Context: an optimization exercise on an open-source flow, tuned for small area, a short achievable clock period and few clock cycles per item. The choices shown serve that exercise and are no tape-out recipe.
Function was checked by simulation only, so behaviour that the tests miss may differ from the original.
Power is estimated from default activity; no workload was simulated.

<file path="flow/run.sh">
#!/bin/bash
# synth_recipe.tcl (not shown) runs the flow's synth.tcl, then flattens the netlist and writes it again
# the make line also repeats each setting of config.mk as NAME=value (left out here)
make -C /OpenROAD-flow-scripts/flow DESIGN_CONFIG=/design/flow/config.mk WORK_HOME=/design/flow/orfs CLKGATE_MAP_FILE= SYNTH_SCRIPT=/design/flow/synth_recipe.tcl finish
</file>
<file path="flow/config.mk">
export PLATFORM = sky130hd
export DESIGN_NAME = pcm_voice_engine
export DESIGN_NICKNAME = pcm_voice_engine
export VERILOG_FILES = /design/flow/design.v
export SDC_FILE = /design/flow/constraint.sdc
export NUM_CORES = 4
export LEC_CHECK = 0
export CAP_MARGIN = 20
export CORE_MARGIN = 2
export CORE_UTILIZATION = 40
export SETUP_SLACK_MARGIN = 3.0
export SLEW_MARGIN = 20
</file>
<file path="flow/constraint.sdc">
create_clock -name core_clock -period 6.5 [get_ports {CLK}]
set_input_delay 1.3000 -clock core_clock [delete_from_list [all_inputs] [get_ports {CLK}]]
set_output_delay 1.3000 -clock core_clock [all_outputs]
set_load 0.01 [all_outputs]
</file>
<file path="flow/design.v">
module pcm_voice_engine #(
    parameter int CHANNELS = 8,
    parameter int ADDR_W   = 24,
    parameter int PITCH_W  = 24
) (
    input  logic              CLK,
    input  logic              NRES,
    input  logic              wr_en,
    input  logic [9:0]        wr_addr,
    input  logic [7:0]        wr_data,
    input  logic              frame_start,
    output logic              rom_req,
    output logic [ADDR_W-1:0] rom_addr,
    input  logic              rom_ack,
    input  logic [7:0]        rom_data,
    output logic              smp_valid,
    output logic [2:0]        smp_ch,
    output logic [15:0]       smp_data,
    output logic              frame_done,
    output logic              frame_ovr
);
    logic [23:0] pitch_q [8];
    logic [23:0] start_q [8];
    logic [23:0] loop_q  [8];
    logic [2:0]  mode_q  [8];
    logic [7:0]  pend_on_q, pend_off_q;
    logic [24:0] rpos_q  [8];   
    logic [15:0] rfrac_q [8];   
    logic [15:0] racc_q  [8];   
    logic [24:0] rlpos_q [8];
    logic [7:0]  active_q, first_q, zp_q, zf_q;
    logic [15:0] cd_q [8];      
    logic [7:0]  cv_q, kz_q, mk_q;
    logic        run_q, looped_q;
    logic [2:0]  e_q;
    logic [23:0] pcur_q;        
    logic [2:0]  mcur_q;        
    logic        smp_valid_q, frame_done_q, frame_ovr_q;
    logic [2:0]  smp_ch_q;
    logic [15:0] smp_data_q;
    logic        rom_req_q;
    logic [23:0] rom_addr_q;
    logic [2:0]  fv_q;
    logic        f16_q, fdp_q, fhi_q, fkz_q, fst_q, flo0_q;
    logic        nval_q, n16_q, ndp_q, nkz_q;
    logic [2:0]  nv_q, fp_q;       
    logic        fpok_q;
    logic [23:0] nst_q, nsc_q;
    function automatic logic [7:0] dpcm_delta(input logic [3:0] n);
        logic [7:0] r;
        case (n)
            4'd0:    r = 8'd0;
            4'd1:    r = 8'd1;
            4'd2:    r = 8'd4;
            4'd3:    r = 8'd9;
            4'd4:    r = 8'd16;
            4'd5:    r = 8'd25;
            4'd6:    r = 8'd36;
            4'd7:    r = 8'd49;
            4'd8:    r = 8'hc0;    
            4'd9:    r = 8'hcf;    
            4'd10:   r = 8'hdc;    
            4'd11:   r = 8'he7;    
            4'd12:   r = 8'hf0;    
            4'd13:   r = 8'hf7;    
            4'd14:   r = 8'hfc;    
            default: r = 8'hff;    
        endcase
        dpcm_delta = r;
    endfunction
    logic       accept, key_on_wr, key_off_wr, wr_set;
    logic [7:0] kon, chg, inv_wr;
    always_comb begin
        accept     = frame_start && !run_q;
        key_on_wr  = wr_en && (wr_addr == 10'h200);
        key_off_wr = wr_en && (wr_addr == 10'h201);
        wr_set     = wr_en && (wr_addr[9:7] == 3'd0);
        kon        = pend_on_q & ~pend_off_q;
        chg        = pend_on_q | pend_off_q;
        for (int v = 0; v < 8; v++) begin
            inv_wr[v] = wr_set && (wr_addr[6:4] == 3'(v))
                        && ((wr_addr[3:2] == 2'd1)
                            || (wr_addr[3:2] == 2'd3 && wr_addr[1:0] == 2'd0));
        end
    end
    logic        x_act, x_cv, x_mk, x_zp, x_zf, x_first, is16, isdp, lpen;
    logic [24:0] p0, pos_a, pos_b, pos_new;
    logic [15:0] f0, a0, x_data;
    logic [7:0]  ph;
    logic [3:0]  nib;
    logic [7:0]  dlt;
    logic        dp_apply;
    logic [8:0]  s9;
    logic [15:0] acc_sat, acc_new, x_smp;
    logic [16:0] fsum;
    logic        c16, same_idx, x_go, x_loop, x_kill, x_exec, x_emit;
    always_comb begin
        x_act   = active_q[e_q];
        x_cv    = cv_q[e_q];
        x_mk    = mk_q[e_q];
        x_zp    = zp_q[e_q];
        x_zf    = zf_q[e_q];
        x_first = first_q[e_q];
        x_data  = cd_q[e_q];
        is16    = (mcur_q[1:0] == 2'b01);
        isdp    = (mcur_q[1:0] == 2'b10);
        lpen    = mcur_q[2];
        p0      = x_zp ? 25'd0 : rpos_q[0];
        f0      = x_zf ? 16'd0 : rfrac_q[0];
        a0      = x_zf ? 16'd0 : racc_q[0];
        ph      = pcur_q[23:16];
        nib      = p0[0] ? x_data[7:4] : x_data[3:0];
        dlt      = dpcm_delta(nib);
        dp_apply = x_first || (p0 != rlpos_q[0]);
        s9       = {a0[15], a0[15:8]} + {dlt[7], dlt};
        if (!s9[8] && s9[7])      acc_sat = 16'h7fff;
        else if (s9[8] && !s9[7]) acc_sat = 16'h8000;
        else                      acc_sat = {s9[7:0], a0[7:0]};
        acc_new = (isdp && dp_apply) ? acc_sat : a0;
        fsum    = {1'b0, f0} + {1'b0, pcur_q[15:0]};
        c16     = fsum[16];
        pos_a   = p0 + {17'd0, ph};
        pos_b   = p0 + {16'd0, {1'b0, ph} + 9'd1};
        pos_new = c16 ? pos_b : pos_a;
        same_idx = ((ph == 8'd0) && !c16)
                   || (isdp && !p0[0]
                       && (((ph == 8'd1) && !c16) || ((ph == 8'd0) && c16)));
        if (is16)      x_smp = x_data;
        else if (isdp) x_smp = acc_new;
        else           x_smp = {x_data[7:0], 8'h00};
        x_go   = run_q && (!x_act || x_cv);
        x_loop = run_q && x_act && x_cv && x_mk && lpen && !looped_q;
        x_kill = run_q && x_act && x_cv && x_mk && !(lpen && !looped_q);
        x_exec = run_q && x_act && x_cv && !x_mk;
        x_emit = x_go && !x_loop;
    end
    logic [7:0]  done_m, want_kz, act_nx, need;
    logic        busy, port_free, last_b, fill_ok, cont16, issue, s_load;
    logic        need_c, s_kz, okA, okB;
    logic [7:0]  needA, rA, rB;
    logic [2:0]  offA, offB;
    logic [2:0]  rc;
    logic [24:0] s_pos;
    logic [23:0] s_sc;
    logic [1:0]  s_mode;
    always_comb begin
        busy      = rom_req_q;
        port_free = !rom_req_q || rom_ack;
        last_b    = !f16_q || fhi_q;
        fill_ok   = rom_req_q && rom_ack && last_b && !fst_q && !inv_wr[fv_q];
        cont16    = rom_req_q && rom_ack && f16_q && !fhi_q && !fst_q
                    && !inv_wr[fv_q] && !(accept && !(fkz_q ? kon[fv_q] : !chg[fv_q]));
        issue     = port_free && !cont16 && nval_q;
        s_load    = !nval_q || (port_free && !cont16);
        for (int v = 0; v < 8; v++) begin
            done_m[v]  = !run_q || (3'(v) < e_q);
            want_kz[v] = done_m[v] && kon[v];
            act_nx[v]  = done_m[v] ? (!pend_off_q[v] && (active_q[v] || pend_on_q[v]))
                                   : active_q[v];
            need[v]    = act_nx[v] && !(cv_q[v] && (kz_q[v] == want_kz[v]))
                         && !(busy && fv_q == 3'(v))
                         && !(nval_q && nv_q == 3'(v));
        end
        need_c = fpok_q && need[fp_q];
        needA = need;
        if (need_c) needA[fp_q] = 1'b0;
        for (int i = 0; i < 8; i++) begin
            rA[i] = needA[3'(i) + e_q];
            rB[i] = need[3'(i) + e_q];
        end
        okA  = |rA;
        okB  = |rB;
        offA = 3'd0;
        offB = 3'd0;
        for (int i = 7; i >= 0; i--) begin
            if (rA[i]) offA = 3'(i);
            if (rB[i]) offB = 3'(i);
        end
        rc     = fp_q - e_q;
        s_kz   = want_kz[fp_q];
        s_mode = mode_q[fp_q][1:0];
        s_pos  = (s_kz || zp_q[fp_q]) ? 25'd0 : rpos_q[rc];
        if (s_mode == 2'b01)      s_sc = {s_pos[22:0], 1'b0};
        else if (s_mode == 2'b10) s_sc = s_pos[24:1];
        else                      s_sc = s_pos[23:0];
    end
    always_ff @(posedge CLK or negedge NRES) begin
        if (!NRES) begin
            for (int c = 0; c < 8; c++) begin
                pitch_q[c] <= '0;
                start_q[c] <= '0;
                loop_q[c]  <= '0;
                mode_q[c]  <= '0;
            end
            pend_on_q  <= '0;
            pend_off_q <= '0;
        end else begin
            for (int c = 0; c < 8; c++) begin
                if (wr_set && (wr_addr[6:4] == 3'(c))) begin
                    case (wr_addr[3:0])
                        4'd0:  pitch_q[c][7:0]   <= wr_data;
                        4'd1:  pitch_q[c][15:8]  <= wr_data;
                        4'd2:  pitch_q[c][23:16] <= wr_data;
                        4'd4:  start_q[c][7:0]   <= wr_data;
                        4'd5:  start_q[c][15:8]  <= wr_data;
                        4'd6:  start_q[c][23:16] <= wr_data;
                        4'd8:  loop_q[c][7:0]    <= wr_data;
                        4'd9:  loop_q[c][15:8]   <= wr_data;
                        4'd10: loop_q[c][23:16]  <= wr_data;
                        4'd12: mode_q[c]         <= wr_data[2:0];
                        default: ;
                    endcase
                end
            end
            pend_on_q  <= (accept ? 8'd0 : pend_on_q)
                          | (key_on_wr ? wr_data : 8'd0);
            pend_off_q <= (accept ? 8'd0 : pend_off_q)
                          | (key_off_wr ? wr_data : 8'd0);
        end
    end
    always_ff @(posedge CLK) begin
        if (x_emit) begin
            for (int i = 0; i < 7; i++) begin
                rpos_q[i]  <= rpos_q[i+1];
                rfrac_q[i] <= rfrac_q[i+1];
                racc_q[i]  <= racc_q[i+1];
            end
            if (x_exec) begin
                rpos_q[7]  <= pos_new;
                rfrac_q[7] <= fsum[15:0];
                racc_q[7]  <= acc_new;
            end else begin
                rpos_q[7]  <= rpos_q[0];
                rfrac_q[7] <= rfrac_q[0];
                racc_q[7]  <= racc_q[0];
            end
        end else if (x_loop) begin
            rpos_q[0] <= {1'b0, loop_q[e_q]};
        end
        if (!run_q) begin
            pcur_q <= pitch_q[0];
            mcur_q <= mode_q[0];
        end else if (x_emit) begin
            pcur_q <= pitch_q[e_q + 3'd1];
            mcur_q <= mode_q[e_q + 3'd1];
        end
        for (int c = 0; c < 8; c++) begin
            if (rom_req_q && rom_ack && fv_q == 3'(c)) begin
                if (fhi_q) cd_q[c][15:8] <= rom_data;
                else       cd_q[c][7:0]  <= rom_data;
            end
        end
        smp_ch_q   <= e_q;
        smp_data_q <= x_exec ? x_smp : 16'd0;
        if (port_free) begin
            if (cont16)      rom_addr_q <= rom_addr_q + 24'd1;
            else if (nval_q) rom_addr_q <= nst_q + nsc_q;
        end
        if (s_load) begin
            nv_q  <= fp_q;
            nst_q <= start_q[fp_q];
            nsc_q <= s_sc;
            n16_q <= (s_mode == 2'b01);
            ndp_q <= (s_mode == 2'b10);
        end
        if (port_free && !cont16 && nval_q) begin
            fv_q  <= nv_q;
            f16_q <= n16_q;
            fdp_q <= ndp_q;
        end
        if (rom_req_q && rom_ack && !fhi_q) flo0_q <= (rom_data == 8'h00);
    end
    always_ff @(posedge CLK or negedge NRES) begin
        if (!NRES) begin
            for (int c = 0; c < 8; c++) rlpos_q[c] <= '0;
            active_q     <= '0;
            first_q      <= '0;
            zp_q         <= '0;
            zf_q         <= '0;
            cv_q         <= '0;
            kz_q         <= '0;
            mk_q         <= '0;
            run_q        <= 1'b0;
            looped_q     <= 1'b0;
            e_q          <= '0;
            smp_valid_q  <= 1'b0;
            frame_done_q <= 1'b0;
            frame_ovr_q  <= 1'b0;
            rom_req_q    <= 1'b0;
            fhi_q        <= 1'b0;
            fkz_q        <= 1'b0;
            fst_q        <= 1'b0;
            nval_q       <= 1'b0;
            nkz_q        <= 1'b0;
            fp_q         <= '0;
            fpok_q       <= 1'b0;
        end else begin
            if (x_emit) begin
                for (int i = 0; i < 7; i++) rlpos_q[i] <= rlpos_q[i+1];
                rlpos_q[7] <= (x_exec && isdp) ? p0 : rlpos_q[0];
            end
            for (int c = 0; c < 8; c++) begin
                logic cv_n, kz_n;
                cv_n = cv_q[c];
                kz_n = kz_q[c];
                if (fill_ok && fv_q == 3'(c)) begin
                    cv_n = 1'b1;
                    kz_n = fkz_q;
                    mk_q[c] <= f16_q ? (flo0_q && rom_data == 8'h80)
                             : fdp_q ? (rom_data == 8'h88)
                                     : (rom_data == 8'h80);
                end
                if (accept) begin
                    cv_n = cv_n && (kz_n ? kon[c] : !chg[c]);
                    kz_n = 1'b0;
                    if (pend_off_q[c]) begin
                        active_q[c] <= 1'b0;
                    end else if (pend_on_q[c]) begin
                        active_q[c] <= 1'b1;
                        first_q[c]  <= 1'b1;
                        zp_q[c]     <= 1'b1;
                        zf_q[c]     <= 1'b1;
                    end
                end
                if (inv_wr[c]) cv_n = 1'b0;
                if (e_q == 3'(c)) begin
                    if (x_loop) begin
                        cv_n = 1'b0;
                        zp_q[c] <= 1'b0;
                    end
                    if (x_exec) begin
                        cv_n = same_idx;
                        zp_q[c]    <= 1'b0;
                        zf_q[c]    <= 1'b0;
                        first_q[c] <= 1'b0;
                    end
                    if (x_kill) active_q[c] <= 1'b0;
                end
                cv_q[c] <= cv_n;
                kz_q[c] <= kz_n;
            end
            frame_ovr_q  <= frame_start && run_q;
            smp_valid_q  <= x_emit;
            frame_done_q <= x_emit && (e_q == 3'd7);
            if (accept) run_q <= 1'b1;
            if (x_loop) looped_q <= 1'b1;
            if (x_emit) begin
                looped_q <= 1'b0;
                e_q      <= e_q + 3'd1;
                if (e_q == 3'd7) run_q <= 1'b0;
            end
            if (rom_req_q && !rom_ack) begin
                fst_q <= fst_q || inv_wr[fv_q]
                         || (accept && !(fkz_q ? kon[fv_q] : !chg[fv_q]));
                if (accept) fkz_q <= 1'b0;
            end
            if (port_free) begin
                if (cont16) begin
                    fhi_q <= 1'b1;
                    if (accept) fkz_q <= 1'b0;
                end else if (nval_q) begin
                    rom_req_q <= 1'b1;
                    fhi_q     <= 1'b0;
                    fkz_q     <= accept ? 1'b0 : nkz_q;
                    fst_q     <= inv_wr[nv_q]
                                 || (accept && !(nkz_q ? kon[nv_q] : !chg[nv_q]));
                end else begin
                    rom_req_q <= 1'b0;
                end
            end
            if (s_load) begin
                fp_q   <= e_q + offA;
                fpok_q <= okA;
            end else begin
                fp_q   <= e_q + offB;
                fpok_q <= okB;
            end
            if (s_load) begin
                nval_q <= need_c && !inv_wr[fp_q]
                          && !(accept && !(s_kz ? kon[fp_q] : !chg[fp_q]));
                nkz_q  <= accept ? 1'b0 : s_kz;
            end else begin
                nval_q <= !inv_wr[nv_q]
                          && !(accept && !(nkz_q ? kon[nv_q] : !chg[nv_q]));
                if (accept) nkz_q <= 1'b0;
            end
        end
    end
    assign rom_req    = rom_req_q;
    assign rom_addr   = rom_addr_q;
    assign smp_valid  = smp_valid_q;
    assign smp_ch     = smp_ch_q;
    assign smp_data   = smp_data_q;
    assign frame_done = frame_done_q;
    assign frame_ovr  = frame_ovr_q;
endmodule
</file>
==> results.tsv, run 1 <==
stage	metric	value	unit
global_routing	vias in the first global route	45620	
yosys	Synth cell types	96	
place	# port buffers	77	
place	dpl hpwl	117.9	mm
floorplan	Die Ht	425.9	um
route	Total Wirelength	196.2	mm
pwr	Pwr Density	549.4	mW/mm^2
clock_network	CTS tree	yes	
timing	Final setup viols	0	
pwr	Pint	29.03	mW
clock_network	CTS root buffer	clkbuf_16	
yosys	synthesized area	0.07120	sq mm
pwr	Lkg Pwr	35.49	nW
clock_network	Clock Latency Late Sink	0.82	ns
yosys	Mapped Nets	5485	
pwr	highest ir drop seen on vdd	0.4100	mV
global_routing	met3 Use GR	3.580	%
outcome	run status	finished clean	
timing	fin crit share	76.69	%
timing	RSZ-0062 raised after global routing	yes	
timing	Fin. Hold Viols	0	
pwr	Clock Power Share	20.5	%
global_routing	GRT Max-Usage Layer	met2	
timing	worst slew pin tran	1.097	ns
timing	Max Slew Vio Count	0	
cells_and_area	commonest cells after routing, fill and taps aside	dfrtp_1 (883), mux2_2 (817), edfxtp_1 (694)	
route	via count	47000	
cells_and_area	Area growth syn-to-layout	18.94	%
clock_network	H-tree depth	4	
global_routing	grt total ovfl	0	
floorplan	Die X	425.9	um
yosys	post-synthesis sequential area ratio	61.09	%
yosys	Synth Register Bits	1603	
yosys	Syn Area/Cell	13.27	sq um
cells_and_area	share of cells above drive strength 1	31.93	%
route	drt wl/cell	24.31	um
global_routing	largest net degree at the start of global routing	181	
worst_setup_path	crit end category	flip-flop	
worst_setup_path	Crit path required time	7.03	ns
floorplan	core footprint	0.1765	sq mm
cells_and_area	nets@finish	5709	
route	DRT iter0 DRCs	5297	
job	max_cap viols	0	
global_routing	Total GRT Usage	21.04	%
global_routing	met1 Usage GRT	31.09	%
worst_setup_path	CP Max Fanout	4	
global_routing	first-pass GRT wire length	291.6	mm
yosys	Synth async-reset ratio	55.52	%
floorplan	io pins	78	
floorplan	site row count	154	
floorplan	Initial Utilization	40.34	%
pwr	Sw Pwr	17.49	mW
worst_setup_path	Crit Path Class	flip-flop to flip-flop	
cells_and_area	most common cell after layout, fill and taps aside	dfrtp_1	
yosys	main flop type after synthesis	dfrtp_1	
pwr	Comb pwr share	45.2	%
cells_and_area	final core utilization	47.98	%
clock_network	Inserted Clock Buffers	169	
timing	TNS Setup	0	ns
route	DRT Pass-1 Iters	9	
yosys	Mapped Cells	5366	
pwr	sequential fraction of design power	34.3	%
yosys	EDFF count, synth	694	
clock_network	cts hold-fix bufs	0	
timing	Worst slew margin	26.85	%
timing	clock skew	0.03780	ns
worst_setup_path	critical path launch point type	flip-flop	
global_routing	initial antenna violation count	6	
floorplan	total die area	0.1814	sq mm
worst_setup_path	arrival time worst endpoint	5.52	ns
clock_network	Worst-path clk slew	0.06	ns
clock_network	Sinks on Clock Net	1603	
worst_setup_path	R2R setup slack	1.52	ns
clock_network	buffer depth of the longest clock path	3	
timing	Max Clk Rate	200.6	MHz
yosys	Synthesis Warnings	10	
pwr	Sw Ratio	37.60	%
route	post-route ant nets	0	
min_path	HP Class	flip-flop to flip-flop	
global_routing	met2 usage	31.78	%
timing	Tmin final	4.985	ns
route	drt via density	5.823	
route	DRC Markers	0	
place	GPL Wtd Cong	0.9041	
## worst paths after layout
kind	startpoint	to	depth (start not counted)
max	e_q[0]$_DFFE_PN0P_	rpos_q[7][7]$_DFFE_PP_	26
max reg2reg	e_q[0]$_DFFE_PN0P_	rpos_q[7][7]$_DFFE_PP_	26
min	racc_q[6][8]$_DFFE_PP_	racc_q[5][8]$_DFFE_PP_	0
max in group asynchronous	NRES	start_q[2][16]$_DFFE_PN0P_	2
min reg2reg	racc_q[6][8]$_DFFE_PP_	racc_q[5][8]$_DFFE_PP_	0
min in group asynchronous	NRES	pitch_q[2][1]$_DFFE_PN0P_	1
## critical path: stages, from the launching register on
cell and delay [ns]:
dfrtp_2 0.47, buf_6 0.14, buf_6 0.10, buf_6 0.10
buf_6 0.11, mux4_2 0.45, mux2i_4 0.18, buf_12 0.16
and2_4 0.16, ha_4 0.13, inv_2 0.03, fa_2 0.34
nor2b_2 0.12, o21a_1 0.18, o21ai_2 0.09, a21oi_2 0.16
nor2_2 0.06, o211ai_1 0.21, buf_4 0.17, a41oi_4 0.12
buf_12 0.17, buf_12 0.12, mux2i_4 0.19, buf_6 0.14
o31a_1 0.30, nor3_1 0.19, o31ai_1 0.10
## power groups by stage
stage	clock network [mW]	registers, mW	logic (mW)
after CTS	9.73	15.9	18.5
after global routing	10.1	16.2	22.2
after global placement	0	16.0	14.3
final	9.54	16.0	21.0
after floorplan	0	15.1	10.6
after detailed placement	0	16.1	14.5
## what timing repair did
| action | in CTS | in global routing |
|---|---|---|
| gates cloned | 17 | 7 |
| buffers inserted | 133 | 56 |
| pin swaps | 106 | 151 |
| gates resized for setup | 310 | 263 |
| hold endpoints to repair | 0 | 0 |
| setup endpoints to repair | 1077 | 691 |
## metrics by stage
step / hold WS, ns / cells / power [mW] / area, sq um / worst slack [ns]
2_1_floorplan: 0.4003 / 5366 / 25.68 / 71440 / 1.420
3_3_place_gp: 0.4003 / 7546 / 30.33 / 74790 / 0.5224
3_5_place_dp: 0.4045 / 7546 / 30.56 / 74790 / 0.3890
4_1_cts: 0.4144 / 8008 / 44.13 / 82990 / 1.570
5_1_grt: 0.4192 / 8072 / 48.58 / 84680 / 1.360
6_report: 0.4029 / 8072 / 46.53 / 84680 / 1.515
## area by class of cell
class / instances / area (sq um)
clock buffers: 238 / 4771
fillers: 15420 / 91820
repair buffers: 403 / 4428
clock inverters: 74 / 688.2
well taps: 2340 / 2928
flip-flops and latches: 1603 / 43500
diodes: 1 / 2.502
multi-input cells: 3334 / 28040
inverters: 79 / 324.1
## per-layer routing
metal	routed length (um)	vias to the layer above
li1	-	20600
met1	87960	24210
met2	88410	1848
met3	14760	346
met4	5063	2
met5	18	-
## sequential cells by signal, indices dropped and copies added, names as in the netlist, 24 cells and up
signal	flops
loop_q	192
rom_addr_q	24
mode_q	24
rlpos_q	200
nsc_q	24
pcur_q	24
nst_q	24
pitch_q	192
rpos_q	200
rfrac_q	128
racc_q	128
start_q	192
cd_q	128
## cells by family (layout without fill, tap and decap cells)
| family | count (synthesis) | in the layout | share of synthesized area (%) |
|---|---|---|---|
| adder cells (fa/ha/maj) | 91 | 91 | 1.662 |
| AO/OA/AOI/OAI | 1017 | 1020 | 9.637 |
| flip-flops | 1603 | 1603 | 61.09 |
| XOR/XNOR | 113 | 113 | 1.390 |
| AND/OR/NAND/NOR | 1101 | 1103 | 7.251 |
| buffers and inverters | 434 | 794 | 2.408 |
| multiplexers | 1007 | 1007 | 16.57 |
| other | 0 | 1 | 0 |
## cells in the mapped netlist (all sizes together), types with 15 or more instances
cell	instances	area share, %
mux2i	125	1.8
and3	29	0.26
o22ai	15	0.13
nor3b	24	0.28
o21ai	221	1.6
xor2	43	0.53
ha	81	1.4
xnor2	70	0.86
o211ai	15	0.16
mux2	829	13
or3	20	0.18
nor2b	34	0.30
o21a	16	0.17
a21oi	255	1.8
clkbuf	278	1.5
nor3	64	0.46
mux4	53	1.7
nor2	291	1.5
a222oi	100	1.4
dfxtp	19	0.53
dfrtp	890	31
buf	77	0.52
inv	78	0.41
nand2b	30	0.27
and2	62	0.54
a31oi	44	0.39
nand3	45	0.32
nand4	54	0.47
a21o	22	0.23
nand2	400	2.1
a22oi	160	1.7
a22o	20	0.25
edfxtp	694	29
Testbench counts, summed over its fixed seeds: cycles 18,962, frames 1,536.
==> run 2: changes to the inputs <==
--- a/flow/design.v
+++ b/flow/design.v
@@ -26,2 +26,3 @@
     logic [7:0]  pend_on_q, pend_off_q;
+    logic [7:0]  wp_q, ws_q, wl_q;
     logic [24:0] rpos_q  [8];   
@@ -29,5 +30,7 @@
     logic [15:0] racc_q  [8];   
-    logic [24:0] rlpos_q [8];
-    logic [7:0]  active_q, first_q, zp_q, zf_q;
+    logic [24:0] rlpos_q [8];   
+    logic [7:0]  active_q;                   
+    logic [7:0]  first_q, zp_q, zf_q, lw_q;  
     logic [15:0] cd_q [8];      
+    logic [15:0] ccd_q;         
     logic [7:0]  cv_q, kz_q, mk_q;
@@ -35,4 +38,6 @@
     logic [2:0]  e_q;
+    logic [7:0]  lt_q;          
     logic [23:0] pcur_q;        
     logic [2:0]  mcur_q;        
+    logic        wrs_q;         
     logic        smp_valid_q, frame_done_q, frame_ovr_q;
@@ -48,2 +53,8 @@
     logic [23:0] nst_q, nsc_q;
+    function automatic logic [2:0] first_set(input logic [7:0] m);
+        logic [2:0] r;
+        r = 3'd0;
+        for (int i = 7; i >= 0; i--) if (m[i]) r = 3'(i);
+        first_set = r;
+    endfunction
     function automatic logic [7:0] dpcm_delta(input logic [3:0] n);
@@ -95,3 +106,3 @@
     logic [16:0] fsum;
-    logic        c16, same_idx, x_go, x_loop, x_kill, x_exec, x_emit;
+    logic        c16, same_idx, x_go, x_loop, x_kill, x_exec, x_emit, x_run;
     always_comb begin
@@ -100,6 +111,6 @@
         x_mk    = mk_q[e_q];
-        x_zp    = zp_q[e_q];
-        x_zf    = zf_q[e_q];
-        x_first = first_q[e_q];
-        x_data  = cd_q[e_q];
+        x_zp    = zp_q[0];
+        x_zf    = zf_q[0];
+        x_first = first_q[0];
+        x_data  = ccd_q;
         is16    = (mcur_q[1:0] == 2'b01);
@@ -113,3 +124,3 @@
         dlt      = dpcm_delta(nib);
-        dp_apply = x_first || (p0 != rlpos_q[0]);
+        dp_apply = x_first || (p0 != (lw_q[0] ? rlpos_q[0] : 25'd0));
         s9       = {a0[15], a0[15:8]} + {dlt[7], dlt};
@@ -130,6 +141,7 @@
         else           x_smp = {x_data[7:0], 8'h00};
-        x_go   = run_q && (!x_act || x_cv);
-        x_loop = run_q && x_act && x_cv && x_mk && lpen && !looped_q;
-        x_kill = run_q && x_act && x_cv && x_mk && !(lpen && !looped_q);
-        x_exec = run_q && x_act && x_cv && !x_mk;
+        x_run  = run_q || (frame_start && !chg[0] && !wrs_q);
+        x_go   = x_run && (!x_act || x_cv);
+        x_loop = x_run && x_act && x_cv && x_mk && lpen && !looped_q;
+        x_kill = x_run && x_act && x_cv && x_mk && !(lpen && !looped_q);
+        x_exec = x_run && x_act && x_cv && !x_mk;
         x_emit = x_go && !x_loop;
@@ -139,4 +151,4 @@
     logic        need_c, s_kz, okA, okB;
-    logic [7:0]  needA, rA, rB;
-    logic [2:0]  offA, offB;
+    logic [7:0]  needA;
+    logic [2:0]  candA, candB;
     logic [2:0]  rc;
@@ -155,3 +167,3 @@
         for (int v = 0; v < 8; v++) begin
-            done_m[v]  = !run_q || (3'(v) < e_q);
+            done_m[v]  = !run_q || lt_q[v];
             want_kz[v] = done_m[v] && kon[v];
@@ -166,14 +178,6 @@
         if (need_c) needA[fp_q] = 1'b0;
-        for (int i = 0; i < 8; i++) begin
-            rA[i] = needA[3'(i) + e_q];
-            rB[i] = need[3'(i) + e_q];
-        end
-        okA  = |rA;
-        okB  = |rB;
-        offA = 3'd0;
-        offB = 3'd0;
-        for (int i = 7; i >= 0; i--) begin
-            if (rA[i]) offA = 3'(i);
-            if (rB[i]) offB = 3'(i);
-        end
+        okA   = |needA;
+        okB   = |need;
+        candA = (|(needA & ~lt_q)) ? first_set(needA & ~lt_q) : first_set(needA);
+        candB = (|(need & ~lt_q))  ? first_set(need & ~lt_q)  : first_set(need);
         rc     = fp_q - e_q;
@@ -181,3 +185,3 @@
         s_mode = mode_q[fp_q][1:0];
-        s_pos  = (s_kz || zp_q[fp_q]) ? 25'd0 : rpos_q[rc];
+        s_pos  = (s_kz || zp_q[rc]) ? 25'd0 : rpos_q[rc];
         if (s_mode == 2'b01)      s_sc = {s_pos[22:0], 1'b0};
@@ -186,10 +190,30 @@
     end
+    logic       wr_byte_ok;
+    logic [23:0] wr_lane;
+    always_comb begin
+        wr_byte_ok = (wr_addr[1:0] != 2'd3);
+        wr_lane    = {(wr_addr[1:0] == 2'd2) ? wr_data : 8'd0,
+                      (wr_addr[1:0] == 2'd1) ? wr_data : 8'd0,
+                      (wr_addr[1:0] == 2'd0) ? wr_data : 8'd0};
+    end
+    always_ff @(posedge CLK) begin
+        for (int c = 0; c < 8; c++) begin
+            if (wr_set && wr_byte_ok && (wr_addr[6:4] == 3'(c))) begin
+                for (int j = 0; j < 3; j++) begin
+                    if (wr_addr[3:2] == 2'd0 && (wr_addr[1:0] == 2'(j) || !wp_q[c]))
+                        pitch_q[c][8*j +: 8] <= wr_lane[8*j +: 8];
+                    if (wr_addr[3:2] == 2'd1 && (wr_addr[1:0] == 2'(j) || !ws_q[c]))
+                        start_q[c][8*j +: 8] <= wr_lane[8*j +: 8];
+                    if (wr_addr[3:2] == 2'd2 && (wr_addr[1:0] == 2'(j) || !wl_q[c]))
+                        loop_q[c][8*j +: 8] <= wr_lane[8*j +: 8];
+                end
+            end
+        end
+    end
     always_ff @(posedge CLK or negedge NRES) begin
         if (!NRES) begin
-            for (int c = 0; c < 8; c++) begin
-                pitch_q[c] <= '0;
-                start_q[c] <= '0;
-                loop_q[c]  <= '0;
-                mode_q[c]  <= '0;
-            end
+            for (int c = 0; c < 8; c++) mode_q[c] <= '0;
+            wp_q       <= '0;
+            ws_q       <= '0;
+            wl_q       <= '0;
             pend_on_q  <= '0;
@@ -198,15 +222,8 @@
             for (int c = 0; c < 8; c++) begin
-                if (wr_set && (wr_addr[6:4] == 3'(c))) begin
-                    case (wr_addr[3:0])
-                        4'd0:  pitch_q[c][7:0]   <= wr_data;
-                        4'd1:  pitch_q[c][15:8]  <= wr_data;
-                        4'd2:  pitch_q[c][23:16] <= wr_data;
-                        4'd4:  start_q[c][7:0]   <= wr_data;
-                        4'd5:  start_q[c][15:8]  <= wr_data;
-                        4'd6:  start_q[c][23:16] <= wr_data;
-                        4'd8:  loop_q[c][7:0]    <= wr_data;
-                        4'd9:  loop_q[c][15:8]   <= wr_data;
-                        4'd10: loop_q[c][23:16]  <= wr_data;
-                        4'd12: mode_q[c]         <= wr_data[2:0];
-                        default: ;
+                if (wr_set && wr_byte_ok && (wr_addr[6:4] == 3'(c))) begin
+                    case (wr_addr[3:2])
+                        2'd0: wp_q[c] <= 1'b1;
+                        2'd1: ws_q[c] <= 1'b1;
+                        2'd2: wl_q[c] <= 1'b1;
+                        default: if (wr_addr[1:0] == 2'd0) mode_q[c] <= wr_data[2:0];
                     endcase
@@ -222,2 +239,4 @@
         if (x_emit) begin
+            for (int i = 0; i < 7; i++) rlpos_q[i] <= rlpos_q[i+1];
+            rlpos_q[7] <= (x_exec && isdp) ? p0 : rlpos_q[0];
             for (int i = 0; i < 7; i++) begin
@@ -237,10 +256,21 @@
         end else if (x_loop) begin
-            rpos_q[0] <= {1'b0, loop_q[e_q]};
+            rpos_q[0] <= {1'b0, wl_q[e_q] ? loop_q[e_q] : 24'd0};
         end
-        if (!run_q) begin
-            pcur_q <= pitch_q[0];
-            mcur_q <= mode_q[0];
-        end else if (x_emit) begin
-            pcur_q <= pitch_q[e_q + 3'd1];
+        if (x_emit) begin
+            pcur_q <= wp_q[e_q + 3'd1] ? pitch_q[e_q + 3'd1] : 24'd0;
             mcur_q <= mode_q[e_q + 3'd1];
+        end else if (!run_q) begin
+            pcur_q <= wp_q[0] ? pitch_q[0] : 24'd0;
+            mcur_q <= mode_q[0];
+        end
+        begin
+            logic [15:0] b;
+            logic [2:0]  ne;
+            ne = x_emit ? e_q + 3'd1 : e_q;
+            b  = x_emit ? cd_q[e_q + 3'd1] : ccd_q;
+            if (rom_req_q && rom_ack && fv_q == ne) begin
+                if (fhi_q) b[15:8] = rom_data;
+                else       b[7:0]  = rom_data;
+            end
+            ccd_q <= b;
         end
@@ -260,3 +290,3 @@
             nv_q  <= fp_q;
-            nst_q <= start_q[fp_q];
+            nst_q <= ws_q[fp_q] ? start_q[fp_q] : 24'd0;
             nsc_q <= s_sc;
@@ -274,3 +304,2 @@
         if (!NRES) begin
-            for (int c = 0; c < 8; c++) rlpos_q[c] <= '0;
             active_q     <= '0;
@@ -279,2 +308,3 @@
             zf_q         <= '0;
+            lw_q         <= '0;
             cv_q         <= '0;
@@ -283,4 +313,6 @@
             run_q        <= 1'b0;
+            wrs_q        <= 1'b0;
             looped_q     <= 1'b0;
             e_q          <= '0;
+            lt_q         <= '0;
             smp_valid_q  <= 1'b0;
@@ -297,6 +329,2 @@
         end else begin
-            if (x_emit) begin
-                for (int i = 0; i < 7; i++) rlpos_q[i] <= rlpos_q[i+1];
-                rlpos_q[7] <= (x_exec && isdp) ? p0 : rlpos_q[0];
-            end
             for (int c = 0; c < 8; c++) begin
@@ -326,12 +354,4 @@
                 if (e_q == 3'(c)) begin
-                    if (x_loop) begin
-                        cv_n = 1'b0;
-                        zp_q[c] <= 1'b0;
-                    end
-                    if (x_exec) begin
-                        cv_n = same_idx;
-                        zp_q[c]    <= 1'b0;
-                        zf_q[c]    <= 1'b0;
-                        first_q[c] <= 1'b0;
-                    end
+                    if (x_loop) cv_n = 1'b0;
+                    if (x_exec) cv_n = same_idx;
                     if (x_kill) active_q[c] <= 1'b0;
@@ -341,3 +361,18 @@
             end
+            if (x_emit) begin
+                for (int i = 0; i < 7; i++) begin
+                    first_q[i] <= first_q[i+1] || (accept && kon[i+1]);
+                    zp_q[i]    <= zp_q[i+1]    || (accept && kon[i+1]);
+                    zf_q[i]    <= zf_q[i+1]    || (accept && kon[i+1]);
+                    lw_q[i]    <= lw_q[i+1];
+                end
+                first_q[7] <= first_q[0] && !x_exec;
+                zp_q[7]    <= zp_q[0] && !x_exec;
+                zf_q[7]    <= zf_q[0] && !x_exec;
+                lw_q[7]    <= lw_q[0] || (x_exec && isdp);
+            end else if (x_loop) begin
+                zp_q[0] <= 1'b0;
+            end
             frame_ovr_q  <= frame_start && run_q;
+            wrs_q        <= wr_set;
             smp_valid_q  <= x_emit;
@@ -349,2 +384,3 @@
                 e_q      <= e_q + 3'd1;
+                lt_q     <= (e_q == 3'd7) ? 8'd0 : {lt_q[6:0], 1'b1};
                 if (e_q == 3'd7) run_q <= 1'b0;
@@ -371,6 +407,6 @@
             if (s_load) begin
-                fp_q   <= e_q + offA;
+                fp_q   <= candA;
                 fpok_q <= okA;
             end else begin
-                fp_q   <= e_q + offB;
+                fp_q   <= candB;
                 fpok_q <= okB;
==> run 2 against run 1 <==
Effect of this change: combinational power shrank about 20%; hold slack lost 0.0051 ns; worst setup slack gained 0.99 ns; maximum frequency grew 25%; critical endpoint is now racc_q[7][12]$_DFFE_PP_; register-to-register slack gained 0.99 ns; count of clock-buffer cells in the layout shrank 32; global-route usage grew 0.45 points; area after synthesis shrank 4.6%; critical path depth shrank 10; clock skew shrank 0.0023 ns; still clean.
==> results.tsv, run 2 <==
stage	metric	value	unit	change
floorplan	Initial Utilization	40.16	%	-0.18 points
place	dpl hpwl	122.1	mm	+3.6%
min_path	HP Class	flip-flop to flip-flop		
clock_network	Clock Latency Late Sink	0.83	ns	about the same
cells_and_area	commonest cells after routing, fill and taps aside	edfxtp_1 (1470), nand2_1 (361), a21oi_1 (211)		
pwr	Pwr Total	43.80	mW	-5.9%
worst_setup_path	critical path launch point type	flip-flop		
yosys	post-synth top area cell	edfxtp_1		
yosys	top cells by count, synth	edfxtp_1 (1470), nand2_1 (372), a21oi_1 (287)		
clock_network	buffer depth of the longest clock path	3		unchanged
yosys	Mapped Cells	4569		-15%
worst_setup_path	arrival time worst endpoint	4.52	ns	-1.00 ns
cells_and_area	top flop regs	rlpos_q x200, rpos_q x200		
floorplan	core footprint	0.1691	sq mm	-4.2%
yosys	post-synthesis sequential area ratio	71.75	%	+11 points
clock_network	Sinks on Clock Net	1660		+3.6%
yosys	area share of the largest cell type after synthesis	65.01	%	+34 points
place	Post-DP Area	0.07170	sq mm	-4.1%
cells_and_area	final instance area	0.07988	sq mm	-5.7%
global_routing	grt total ovfl	0		unchanged
yosys	Synth async-reset ratio	9.337	%	-46 points
worst_setup_path	Crit path required time	7.03	ns	about the same
timing	Tmin final	3.992	ns	-0.9926 ns
yosys	top cells by area, synth	edfxtp_1 (65%), dfrtp_1 (5.7%), mux2_2 (2.3%)		
job	max_cap viols	0		unchanged
timing	Fin. Hold Viols	0		unchanged
worst_setup_path	crit end category	flip-flop		
timing	Max Slew Vio Count	0		unchanged
min_path	WHS Path Cells	0		unchanged
floorplan	total die area	0.1731	sq mm	-4.6%
worst_setup_path	Crit Path Class	flip-flop to flip-flop		
route	via count	41480		-12%
timing	Worst slew margin	26.51	%	-0.34 points
cells_and_area	Storage cell area	0.04875	sq mm	+12%
cells_and_area	area occupied by multi-input gates	0.01941	sq mm	-31%
yosys	Synth cell types	92		-4.2%
yosys	Syn Area/Cell	14.86	sq um	+12%
route	highest routed layer	met4		
cells_and_area	nets@finish	4891		-14%
global_routing	Total GRT Usage	21.49	%	+0.45 points
cells_and_area	most common cell after layout, fill and taps aside	edfxtp_1		
clock_network	cts hold-fix bufs	0		unchanged
outcome	run status	finished clean		
clock_network	H-tree depth	4		unchanged
yosys	main flop type after synthesis	edfxtp_1		
route	DRT iter0 DRCs	5329		+0.60%
route	met2 WL post-DR	84.93	mm	-3.9%
yosys	EDFF count, synth	1470		+110%
route	WL met3	15.65	mm	+6.0%
global_routing	largest net degree at the start of global routing	214		+18%
yosys	Synthesis Warnings	10		unchanged
global_routing	initial antenna violation count	10		+4
cells_and_area	share of cells above drive strength 1	19.27	%	-13 points
route	DRT Pass-1 Iters	12		+3
clock_network	Inserted Clock Buffers	170		+0.59%
yosys	synthesized area	0.06790	sq mm	-4.6%
pwr	Lkg Pwr	27.44	nW	-23%
global_routing	vias in the first global route	39780		-13%
cells_and_area	Area growth syn-to-layout	17.63	%	
cells_and_area	Fillers	14360		-6.9%
route	post-route ant nets	0		unchanged
yosys	most frequent cell after synthesis	edfxtp_1		
timing	TNS Setup	0	ns	unchanged
place	# port buffers	77		unchanged
floorplan	Die Ht	416.0	um	-2.3%
place	GPL Wtd Cong	0.9575		+5.9%
timing	Final setup viols	0		unchanged
worst_setup_path	CP Max Fanout	5		+1
timing	worst slew pin tran	1.102	ns	+0.005056 ns
pwr	Pwr Density	548.3	mW/mm^2	-0.21%
route	drt wl/cell	26.68	um	+9.8%
route	drt via density	5.809		-0.23%
timing	fin crit share	61.42	%	-15 points
timing	RSZ-0062 raised after global routing	yes		
yosys	Synth Register Bits	1660		+3.6%
timing	Hold Slack	0.3979	ns	-0.005087 ns
yosys	Mapped Nets	4681		-15%
pwr	highest ir drop seen on vdd	0.3934	mV	-4.1%
floorplan	site row count	151		-1.9%
floorplan	Die X	416.0	um	-2.3%
timing	clock skew	0.03551	ns	-0.002291 ns
clock_network	CTS tree	yes		
clock_network	CTS root buffer	clkbuf_16		
timing	Max Clk Rate	250.5	MHz	+25%
route	DRC Markers	0		unchanged
route	met1 WL	82.01	mm	-6.8%
floorplan	io pins	78		unchanged
global_routing	first-pass GRT wire length	273.9	mm	-6.1%
worst_setup_path	cells on worst reg2reg path	16		-38%
route	Total Wirelength	190.5	mm	-2.9%
clock_network	Worst-path clk slew	0.07	ns	about the same
## run 2: critical path: stages (launching register included)
cell and delay, ns:
edfxtp_1 0.44, buf_12 0.17, nand2_8 0.10, inv_8 0.04, mux2i_4 0.19, ha_1 0.29
mux4_2 0.48, ha_4 0.24, nor2b_4 0.12, o21a_1 0.19, o41a_1 0.47, xnor2_4 0.26
buf_6 0.14, nor3_4 0.06, buf_12 0.13, a221oi_4 0.27, o21ai_1 0.09
## run 2: per-layer routing
metal / track usage, % / up-vias
met5: 0 / -
li1: - / 18230
met3: 4.626 / 375
met2: 31.78 / 1800
met4: 9.005 / 0
met1: 30.74 / 21080
## run 2: worst paths after layout
check	endpoint	startpoint	slack, ns
worst max-delay path	racc_q[7][12]$_DFFE_PP_	rpos_q[0][0]$_DFFE_PP_	2.51
worst min register to register	rfrac_q[4][0]$_DFFE_PP_	rfrac_q[5][0]$_DFFE_PP_	0.40
min in group asynchronous	fp_q[0]$_DFF_PN0_	NRES	0.51
worst max register to register	racc_q[7][12]$_DFFE_PP_	rpos_q[0][0]$_DFFE_PP_	2.51
max in group asynchronous	zp_q[0]$_DFFE_PN0P_	NRES	4.81
worst min-delay path	rfrac_q[4][0]$_DFFE_PP_	rfrac_q[5][0]$_DFFE_PP_	0.40
## run 2: cell families (layout without fill, tap and decap cells)
logic type,count (synthesis),after routing,share of synthesized area [%]
muxes,266,266,5.277
xor gates and xnor gates,114,114,1.470
buffers and inverters,355,703,2.055
DFF,1660,1660,71.75
other,0,3,0
adders and majority gates,81,81,1.559
AOI/OAI and AO/OA,1068,1070,10.68
and+or+nand+nor,1025,1026,7.208
## run 2: area by class of cell
type,count,share of cell area (%)
sequential,1660,61.03
multi-input combinational,2557,24.30
clock buffer,206,5.547
timing repair buffer,293,3.709
tap,2218,3.474
clock inverter,107,1.380
inverter,94,0.5216
timing repair inverter,3,0.03133
antenna,3,0.009398
## run 2: what timing repair did
item / CTS / global route
pin swaps: 44 / 59
buffers inserted: 73 / 38
cloned: 8 / 5
endpoints found under the setup margin: 1386 / 566
gates resized for setup: 196 / 137
## run 2: where the power goes
group          switching (mW)  internal [mW]  total, mW
combinational            9.95           6.73       16.7
clock                    4.24           5.47       9.71
sequential               1.77           15.6       17.4
total                    16.0           27.8       43.8
## run 2: metrics by stage
| step | utilization [%] | std cells | setup WS, ns |
|---|---|---|---|
| detailed placement | 42.40 | 6700 | 1.571 |
| global placement | 42.39 | 6700 | 1.640 |
| floorplan | - | 4569 | 1.626 |
| global route | 47.24 | 7141 | 2.364 |
| CTS | 46.61 | 7094 | 2.587 |
| finish | 47.24 | 7141 | 2.508 |
Testbench counts of run 2, summed over its fixed seeds: cycles 18,735, frames 1,536.
==> run 3: changes to the inputs <==
--- a/flow/config.mk
+++ b/flow/config.mk
@@ -9,3 +9,3 @@
 export CORE_MARGIN = 2
-export CORE_UTILIZATION = 40
+export CORE_UTILIZATION = 55
 export SETUP_SLACK_MARGIN = 3.0
==> run 3 against run 2 <==
Effect of this change: via count is 0.44% lower; largest cell class unchanged; wire length is 3.6% lower; die area is 27% lower; still clean.
==> results.tsv, run 3 <==
stage	metric	value	unit	change
clock_network	Clock Latency Late Sink	0.79	ns	-0.04 ns
route	post-route ant nets	0		unchanged
worst_setup_path	max incr delay on CP	0.50	ns	+0.02 ns
yosys	post-synthesis adder-cell area fraction	1.559	%	unchanged
worst_setup_path	R2R Path Start	rpos_q[0][0]$_DFFE_PP_		
worst_setup_path	Buffers & Inverters on Critical Path	2		-2
floorplan	io pins	78		unchanged
worst_setup_path	arrival time worst endpoint	4.59	ns	+0.07 ns
timing	Tmin final	3.884	ns	-0.1082 ns
min_path	Hold Crit Endpoint	rfrac_q[3][15]$_DFFE_PP_		
cells_and_area	most common cell after layout, fill and taps aside	edfxtp_1		
timing	clock skew	0.03700	ns	+0.001485 ns
cells_and_area	commonest cells after routing, fill and taps aside	edfxtp_1 (1470), nand2_1 (364), a21oi_1 (203)		
route	drt wl/cell	28.10	um	+5.3%
place	# port buffers	77		unchanged
yosys	top cells by area, synth	edfxtp_1 (65%), dfrtp_1 (5.7%), mux2_2 (2.3%)		
place	dpl hpwl	116.4	mm	-4.7%
cells_and_area	top flop regs	rlpos_q x200, rpos_q x200		
worst_setup_path	R2R setup slack	2.62	ns	+0.11 ns
global_routing	initial antenna violation count	9		-1
floorplan	total die area	0.1263	sq mm	-27%
yosys	Synthesis Warnings	10		unchanged
floorplan	Die X	355.4	um	-15%
min_path	min-delay src	rfrac_q[4][15]$_DFFE_PP_		
yosys	post-synth top area cell	edfxtp_1		
outcome	run status	finished clean		
worst_setup_path	slowest CP cell	mux4_2		
floorplan	core footprint	0.1222	sq mm	-28%
yosys	main combinational cell family by area after synthesis	compound AO/OA/AOI/OAI gates		
clock_network	CTS root buffer	clkbuf_16		
route	DRC Markers	0		unchanged
worst_setup_path	Crit path required time	7.20	ns	+0.17 ns
route	met2 WL post-DR	80.88	mm	-4.8%
clock_network	H-tree depth	4		unchanged
yosys	area share of the largest cell type after synthesis	65.01	%	unchanged
yosys	Mapped Cells	4569		unchanged
global_routing	grt total ovfl	0		unchanged
worst_setup_path	Crit Path Class	flip-flop to flip-flop		
floorplan	site row count	128		-15%
yosys	synthesized area	0.06790	sq mm	unchanged
cells_and_area	final instance area	0.07899	sq mm	-1.1%
yosys	most frequent cell after synthesis	edfxtp_1		
timing	fin crit share	59.75	%	-1.7 points
timing	worst slew pin tran	1.241	ns	+0.1381 ns
worst_setup_path	CP Cell Sequence	buf_12 -> nand2_8 -> inv_8 -> mux2i_4 -> ha_1 -> mux4_2 -> ha_4 -> nor2b_4 -> o21a_1 -> o41a_1 -> xnor2_4 -> nor3_4 -> a221oi_4 -> a211o_1 -> a21oi_1		
timing	TNS Setup	0	ns	unchanged
cells_and_area	share of cells above drive strength 1	18.95	%	-0.32 points
cells_and_area	Area growth syn-to-layout	16.33	%	
clock_network	Worst-path clk slew	0.06	ns	about the same
yosys	Synth cell types	92		unchanged
route	highest routed layer	met5		
floorplan	Die Ht	355.4	um	-15%
route	Total Wirelength	183.6	mm	-3.6%
pwr	Pwr Density	543.1	mW/mm^2	-0.94%
job	max_cap viols	0		unchanged
timing	Fin. Hold Viols	0		unchanged
yosys	Mapped Nets	4681		unchanged
min_path	HP Class	flip-flop to flip-flop		
route	met1 WL	80.62	mm	-1.7%
yosys	Compound-Gate Fraction of Synth Area	10.68	%	unchanged
worst_setup_path	Reg-to-Reg End	smp_data_q[10]$_SDFF_PN0_		
global_routing	vias in the first global route	39560		-0.56%
timing	RSZ-0062 raised after global routing	yes		
clock_network	Inserted Clock Buffers	169		-0.59%
timing	Hold Slack	0.4097	ns	+0.01184 ns
global_routing	first-pass GRT wire length	266.2	mm	-2.8%
yosys	post-synthesis sequential area ratio	71.75	%	unchanged
yosys	EDFF count, synth	1470		unchanged
timing	PnR worst setup slack	2.616	ns	+0.1082 ns
worst_setup_path	CP Max Fanout	6		+1
pwr	highest ir drop seen on vdd	0.3564	mV	-9.4%
worst_setup_path	Levels on crit path	15		-1
route	WL met3	16.21	mm	+3.6%
timing	Worst slew margin	17.30	%	-9.2 points
yosys	main flop type after synthesis	edfxtp_1		
yosys	Synth async-reset ratio	9.337	%	unchanged
floorplan	Initial Utilization	55.57	%	+15 points
yosys	mux cell area share after synthesis	5.277	%	unchanged
worst_setup_path	cells on worst reg2reg path	15		-1
global_routing	Total GRT Usage	28.84	%	+7.3 points
route	via count	41300		-0.44%
route	drt via density	6.321		+8.8%
clock_network	buffer depth of the longest clock path	3		unchanged
yosys	Syn Area/Cell	14.86	sq um	unchanged
worst_setup_path	family with the most delay on the worst path	compound AO/OA/AOI/OAI gates		
yosys	Synth Register Bits	1660		unchanged
clock_network	Sinks on Clock Net	1660		unchanged
min_path	WHS Path Cells	0		unchanged
route	DRT iter0 DRCs	5221		-2.0%
global_routing	largest net degree at the start of global routing	184		-14%
pwr	Lkg Pwr	27.28	nW	-0.57%
yosys	top cells by count, synth	edfxtp_1 (1470), nand2_1 (372), a21oi_1 (287)		
timing	Final setup viols	0		unchanged
worst_setup_path	crit end category	flip-flop		
place	GPL Wtd Cong	0.9414		-1.7%
cells_and_area	nets@finish	4879		-0.25%
clock_network	CTS tree	yes		
yosys	Post-Synth XOR/XNOR Area	1.470	%	unchanged
timing	Max Slew Vio Count	0		unchanged
place	Post-DP Area	0.07098	sq mm	-1.0%
timing	Max Clk Rate	257.5	MHz	+2.8%
worst_setup_path	critical path launch point type	flip-flop		
pwr	Pwr Total	42.90	mW	-2.0%
yosys	simple-gate area share of the yosys netlist	7.208	%	unchanged
place	pre-CTS setup slack	1.270	ns	-0.3008 ns
route	DRT Pass-1 Iters	9		-3
[run 3: cell types whose count changed in the layout (fill, tap and decap cells not counted), moves of 6 or more]
cell	delta
clkinv_1	-7
clkinv_2	-6
and2_1	+6
a21oi_1	-8
a21oi_4	+17
o21ai_0	+9
clkbuf_1	+13
a21oi_2	-9
o21ai_1	-11
[run 3: power by group]
group	internal (mW)	switching, mW	total, mW
Combinational	6.35	9.62	16.0
Sequential	15.6	1.77	17.4
Clock	5.42	4.10	9.52
Total	27.4	15.5	42.9
[run 3: kinds of logic after synthesis]
family,after synthesis
compound gates,1068
xor+xnor,114
fa+ha+maj,81
buf+inv,355
flops,1660
mux,266
simple gates,1025
[run 3: worst reg2reg max path: cells and delay by family, from the launching register on]
family / cells / cell delay, ns
DFF: 1 / 0.41
muxes: 2 / 0.69
buffers and inverters: 2 / 0.21
AOI/OAI and AO/OA: 5 / 1.09
adders and majority gates: 2 / 0.54
and+or+nand+nor: 3 / 0.66
xor gates and xnor gates: 1 / 0.21
[run 3: how the worst max path moves through the flow]
stage / from / end / slack [ns]
finish: rpos_q[0][0]$_DFFE_PP_ / smp_data_q[10]$_SDFF_PN0_ / 2.62
detailed placement: frame_start / rlpos_q[7][13]$_DFFE_PP_ / 1.27
global route: zp_q[0]$_DFFE_PN0P_ / smp_data_q[10]$_SDFF_PN0_ / 2.52
CTS: zp_q[0]$_DFFE_PN0P_ / racc_q[7][12]$_DFFE_PP_ / 2.61
global placement: frame_start / rlpos_q[7][13]$_DFFE_PP_ / 1.34
floorplan: frame_start / racc_q[0][0]$_DFFE_PP_ / 1.63
[run 3: metrics by stage]
step	utilization, %	std cells
global placement	58.06	6105
global route	64.64	6534
CTS	63.82	6489
detailed placement	58.08	6106
finish	64.64	6534
floorplan	-	4569
[run 3: layout make-up]
cell class | instances | area, sq um
Sequential cell | 1660 | 48740
Fill cell | 8766 | 43210
Multi-Input combinational cell | 2556 | 19550
Clock buffer | 224 | 4548
Timing Repair Buffer | 283 | 2784
Tap cell | 1625 | 2033
Clock inverter | 88 | 868.3
Inverter | 94 | 431.7
Timing Repair inverter | 3 | 28.78
Antenna cell | 1 | 2.502
[run 3: what timing repair did]
| action | in CTS | in global routing |
|---|---|---|
| buffers inserted | 65 | 42 |
| resized for setup | 215 | 121 |
| pin swaps | 43 | 44 |
| hold endpoints to repair | 0 | 0 |
| setup endpoints to repair | 1383 | 597 |
| cloned | 6 | 2 |
| hold buffers | 0 | 0 |
[run 3: routing by layer]
metal / vias to the layer above / track usage [%]
met2: 1833 / 41.58
met3: 309 / 6.056
met5: - / 0
li1: 18200 / -
met1: 20950 / 43.68
met4: 8 / 10.18
==> run 4: changes to the inputs <==
--- a/flow/design.v
+++ b/flow/design.v
@@ -35,2 +35,3 @@
     logic [15:0] ccd_q;         
+    logic [7:0]  cdl_q, cdh_q;  
     logic [7:0]  cv_q, kz_q, mk_q;
@@ -122,4 +123,3 @@
         ph      = pcur_q[23:16];
-        nib      = p0[0] ? x_data[7:4] : x_data[3:0];
-        dlt      = dpcm_delta(nib);
+        dlt      = p0[0] ? cdh_q : cdl_q;
         dp_apply = x_first || (p0 != (lw_q[0] ? rlpos_q[0] : 25'd0));
@@ -275,2 +275,4 @@
             ccd_q <= b;
+            cdl_q <= dpcm_delta(b[3:0]);
+            cdh_q <= dpcm_delta(b[7:4]);
         end
==> run 4 against run 3 <==
Effect of this change: hold slack improved by 0.0016 ns; register-to-register slack improved by 0.25 ns; critical path depth increased by 2; clock skew decreased by 0.0091 ns; sequential share of layout area decreased by 1.8 points; area after synthesis increased by 1.7%; cell count increased by 5.4%; first-iteration DRC count increased by 0.21%; sequential power decreased by 17%; largest cell class unchanged; highest routed layer unchanged.
==> results.tsv, run 4 <==
stage	metric	value	unit	change
place	# port buffers	77		unchanged
yosys	top cells by count, synth	edfxtp_1 (1470), nand2_1 (439), a21oi_1 (325)		
route	via count	43170		+4.5%
yosys	Synth Register Bits	1670		+0.60%
cells_and_area	most common cell after layout, fill and taps aside	edfxtp_1		
route	Total Wirelength	189.6	mm	+3.3%
cells_and_area	area occupied by multi-input gates	0.02068	sq mm	+5.8%
place	GPL Wtd Cong	0.9531		+1.2%
worst_setup_path	cells on worst reg2reg path	17		+2
yosys	mux cell area share after synthesis	4.729	%	-0.55 points
timing	Max Clk Rate	275.1	MHz	+6.8%
floorplan	Die Ht	358.4	um	+0.84%
min_path	WHS Path Cells	0		unchanged
clock_network	Sinks on Clock Net	1670		+0.60%
worst_setup_path	critical path launch point type	flip-flop		
outcome	run status	finished clean		
timing	Max Slew Vio Count	0		unchanged
yosys	main combinational cell family by area after synthesis	compound AO/OA/AOI/OAI gates		
timing	PnR worst setup slack	2.865	ns	+0.2488 ns
yosys	post-synthesis adder-cell area fraction	1.623	%	+0.064 points
yosys	main flop type after synthesis	edfxtp_1		
route	post-route ant nets	0		unchanged
yosys	Synthesis Warnings	10		unchanged
clock_network	Inserted Clock Buffers	169		unchanged
pwr	Pwr Density	514.7	mW/mm^2	-5.2%
cells_and_area	nets@finish	5215		+6.9%
clock_network	H-tree depth	4		unchanged
cells_and_area	top flop regs	rlpos_q x200, rpos_q x200		
floorplan	io pins	78		unchanged
yosys	post-synth top area cell	edfxtp_1		
yosys	Compound-Gate Fraction of Synth Area	11.14	%	+0.46 points
floorplan	Die X	358.4	um	+0.84%
yosys	Syn Area/Cell	14.41	sq um	-3.1%
route	drt via density	6.270		-0.80%
cells_and_area	Area growth syn-to-layout	18.33	%	
floorplan	site row count	130		+1.6%
place	pre-CTS setup slack	1.244	ns	-0.02641 ns
cells_and_area	share of cells above drive strength 1	21.51	%	+2.6 points
min_path	HP Class	flip-flop to flip-flop		
min_path	min-delay src	racc_q[7][8]$_DFFE_PN_		
yosys	most frequent cell after synthesis	edfxtp_1		
floorplan	Initial Utilization	55.21	%	-0.36 points
yosys	Synth cell types	101		+9.8%
timing	worst slew pin tran	1.155	ns	-0.08550 ns
worst_setup_path	R2R setup slack	2.86	ns	+0.25 ns
yosys	EDFF count, synth	1470		unchanged
route	DRT Pass-1 Iters	8		-1
global_routing	Total GRT Usage	29.01	%	+0.17 points
cells_and_area	commonest cells after routing, fill and taps aside	edfxtp_1 (1470), nand2_1 (428), a21oi_1 (259)		
global_routing	initial antenna violation count	11		+2
clock_network	buffer depth of the longest clock path	3		unchanged
pwr	Lkg Pwr	27.52	nW	+0.88%
clock_network	CTS root buffer	clkbuf_16		
worst_setup_path	R2R Path Start	zf_q[0]$_DFFE_PN0P_		
yosys	post-synthesis sequential area ratio	70.84	%	-0.91 points
worst_setup_path	Reg-to-Reg End	rpos_q[7][24]$_DFFE_PN_		
yosys	Mapped Nets	4911		+4.9%
yosys	synthesized area	0.06906	sq mm	+1.7%
global_routing	vias in the first global route	41060		+3.8%
cells_and_area	Storage cell area	0.04894	sq mm	+0.42%
route	DRC Markers	0		unchanged
worst_setup_path	crit end category	flip-flop		
yosys	simple-gate area share of the yosys netlist	8.104	%	+0.90 points
worst_setup_path	arrival time worst endpoint	4.17	ns	-0.42 ns
global_routing	grt total ovfl	0		unchanged
global_routing	first-pass GRT wire length	273.1	mm	+2.6%
timing	Fin. Hold Viols	0		unchanged
place	dpl hpwl	118.3	mm	+1.7%
yosys	Post-Synth XOR/XNOR Area	1.533	%	+0.062 points
yosys	Mapped Cells	4794		+4.9%
floorplan	core footprint	0.1251	sq mm	+2.4%
global_routing	largest net degree at the start of global routing	106		-42%
cells_and_area	Fillers	9005		+2.7%
timing	clock skew	0.02787	ns	-0.009131 ns
floorplan	total die area	0.1284	sq mm	+1.7%
worst_setup_path	CP Max Fanout	5		-1
yosys	area share of the largest cell type after synthesis	63.92	%	-1.1 points
pwr	Pwr Total	42.06	mW	-2.0%
timing	Worst slew margin	23.00	%	+5.7 points
yosys	top cells by area, synth	edfxtp_1 (64%), dfrtp_1 (5.6%), mux2_2 (3.0%)		
timing	Final setup viols	0		unchanged
pwr	highest ir drop seen on vdd	0.3790	mV	+6.3%
timing	Tmin final	3.635	ns	-0.2488 ns
timing	fin crit share	55.93	%	-3.8 points
clock_network	Clock Latency Late Sink	0.79	ns	about the same
clock_network	CTS tree	yes		
yosys	Synth async-reset ratio	9.281	%	-0.056 points
worst_setup_path	Crit Path Class	flip-flop to flip-flop		
worst_setup_path	Crit path required time	7.04	ns	-0.16 ns
timing	TNS Setup	0	ns	unchanged
job	max_cap viols	0		unchanged
timing	RSZ-0062 raised after global routing	yes		
route	DRT iter0 DRCs	5232		+0.21%
clock_network	Worst-path clk slew	0.07	ns	about the same
min_path	Hold Crit Endpoint	racc_q[6][8]$_DFFE_PN_		
route	drt wl/cell	27.54	um	-2.0%
## run 4: changes by cell type after synthesis, moves of 20 or more
| cell | before | now |
|---|---|---|
| a222oi_1 | 93 | 58 |
| nand2_1 | 372 | 439 |
| a211oi_1 | 12 | 33 |
| nor2_1 | 200 | 257 |
| a21o_1 | 45 | 25 |
| mux4_2 | 60 | 28 |
| o21ai_0 | 217 | 172 |
| a221o_1 | 9 | 30 |
| nor3_1 | 86 | 59 |
| clkbuf_1 | 191 | 212 |
| a21oi_1 | 287 | 325 |
| mux2_2 | 136 | 183 |
| a31oi_1 | 31 | 61 |
## run 4: worst max-delay path by stage
stage / to / cells after the start / startpoint / slack [ns]
CTS: start_q[3][12]$_DFFE_PP_ / 5 / wr_addr[5] / 2.77
detailed placement: rlpos_q[0][12]$_DFFE_PN_ / 7 / frame_start / 1.24
global placement: rlpos_q[1][19]$_DFFE_PN_ / 7 / frame_start / 1.34
finish: rpos_q[7][24]$_DFFE_PN_ / 17 / zf_q[0]$_DFFE_PN0P_ / 2.86
global route: rpos_q[7][24]$_DFFE_PN_ / 17 / zf_q[0]$_DFFE_PN0P_ / 2.75
floorplan: racc_q[0][0]$_DFFE_PN_ / 8 / frame_start / 2.02
## run 4: metrics by stage
step                      utilization, %  hold WS, ns  std cells  cell area, sq um
after floorplan                        -       0.4003       4794             69380
after global placement             57.71       0.4005       6377             72180
after detailed placement           57.71       0.4045       6378             72190
after CTS                          64.03       0.4067       6810             80090
after global routing               65.33       0.4073       6885             81720
final                              65.33       0.4113       6885             81720
## run 4: power by group
part	switching [mW]	leakage [nW]	internal [mW]	total, mW
clock	4.07	2.71	5.75	9.82
sequential	1.08	14.6	13.4	14.4
combinational	10.3	10.2	7.54	17.8
## run 4: what timing repair did
| action | CTS | global route |
|---|---|---|
| pin swaps | 48 | 87 |
| hold endpoints to repair | 0 | 0 |
| setup buffers | 113 | 67 |
| resized for setup | 248 | 233 |
| endpoints found under the setup margin | 1257 | 696 |
| hold buffers | 0 | 0 |
| cloned | 12 | 6 |
## run 4: per-layer routing
metal	vias to the layer above	global-route usage (%)	share of wire (%)
li1	19140	-	-
met1	21870	42.01	43
met2	1819	43.97	45
met3	342	6.178	8.5
met4	6	9.732	3.4
met5	-	0	0.019
## run 4: worst max-delay path, stage by stage, from the launching register on
cell and delay [ns]:
dfrtp_2 0.42, buf_12 0.15, nor2b_4 0.12, ha_4 0.14, inv_2 0.04, fa_2 0.39
nor2b_2 0.14, o31a_1 0.22, o311ai_4 0.11, buf_6 0.17, a211o_1 0.34, o311ai_4 0.09
a41oi_2 0.21, a21oi_4 0.19, buf_12 0.14, and2_4 0.17, nand4_1 0.14, xor2_1 0.18
## run 4: logic make-up (layout without fill, tap and decap cells)
family | after synthesis | after routing
other | 0 | 1
AND/OR/NAND/NOR | 1176 | 1177
XOR/XNOR | 120 | 123
multiplexers | 268 | 268
AO/OA/AOI/OAI | 1114 | 1115
buffers and inverters | 360 | 795
adder cells (fa/ha/maj) | 86 | 86
flip-flops | 1670 | 1670
## run 4: layout make-up
cell class | count | area share, %
repair buffers | 401 | 4.998
multi-input cells | 2769 | 25.31
diodes | 1 | 0.003062
repair inverters | 2 | 0.02144
well taps | 1650 | 2.526
clock inverters | 93 | 1.338
inverters | 85 | 0.4348
clock buffers | 214 | 5.471
flip-flops and latches | 1670 | 59.89
Testbench counts of run 4, summed over its fixed seeds: cycles 18,735, frames 1,536.

-- separate check: timing with driven ports --
The results above use ideal ports. As a check the final layouts listed here were re-extracted and re-timed, cells and wires unchanged.
Step 1 sets driving cells, clkbuf_16 on the clock port and buf_2 on the other inputs (assumed; they add their load-dependent delay and slew).
Step 2 adds t to the input delays and takes it off the output delays; t is the mean of the earliest and latest rising clock arrival at the registers after step 1. Input paths then give back, and output paths get back, about the clock's delay inside the block.
Slacks: ideal ports / drivers / drivers and shift; pairs: ideal ports / drivers.
| run | shift t [ns] | setup WS [ns] | worst slew at a driven data input, ns |
|---|---|---|---|
| run 1 | 0.881 | 1.515 / 1.515 / 1.272 | 0.08 |
| run 2 | 0.891 | 2.508 / 2.508 / 2.160 | 0.15 |
| run 3 | 0.853 | 2.616 / 2.616 / 2.157 | 0.22 |
| run 4 | 0.849 | 2.865 / 2.863 / 2.014 | 0.16 |
After both steps setup and hold are still met in every run listed. The setup slack of run 4, which loses most, moves by -0.002 ns with the drivers and by -0.851 ns with both steps.
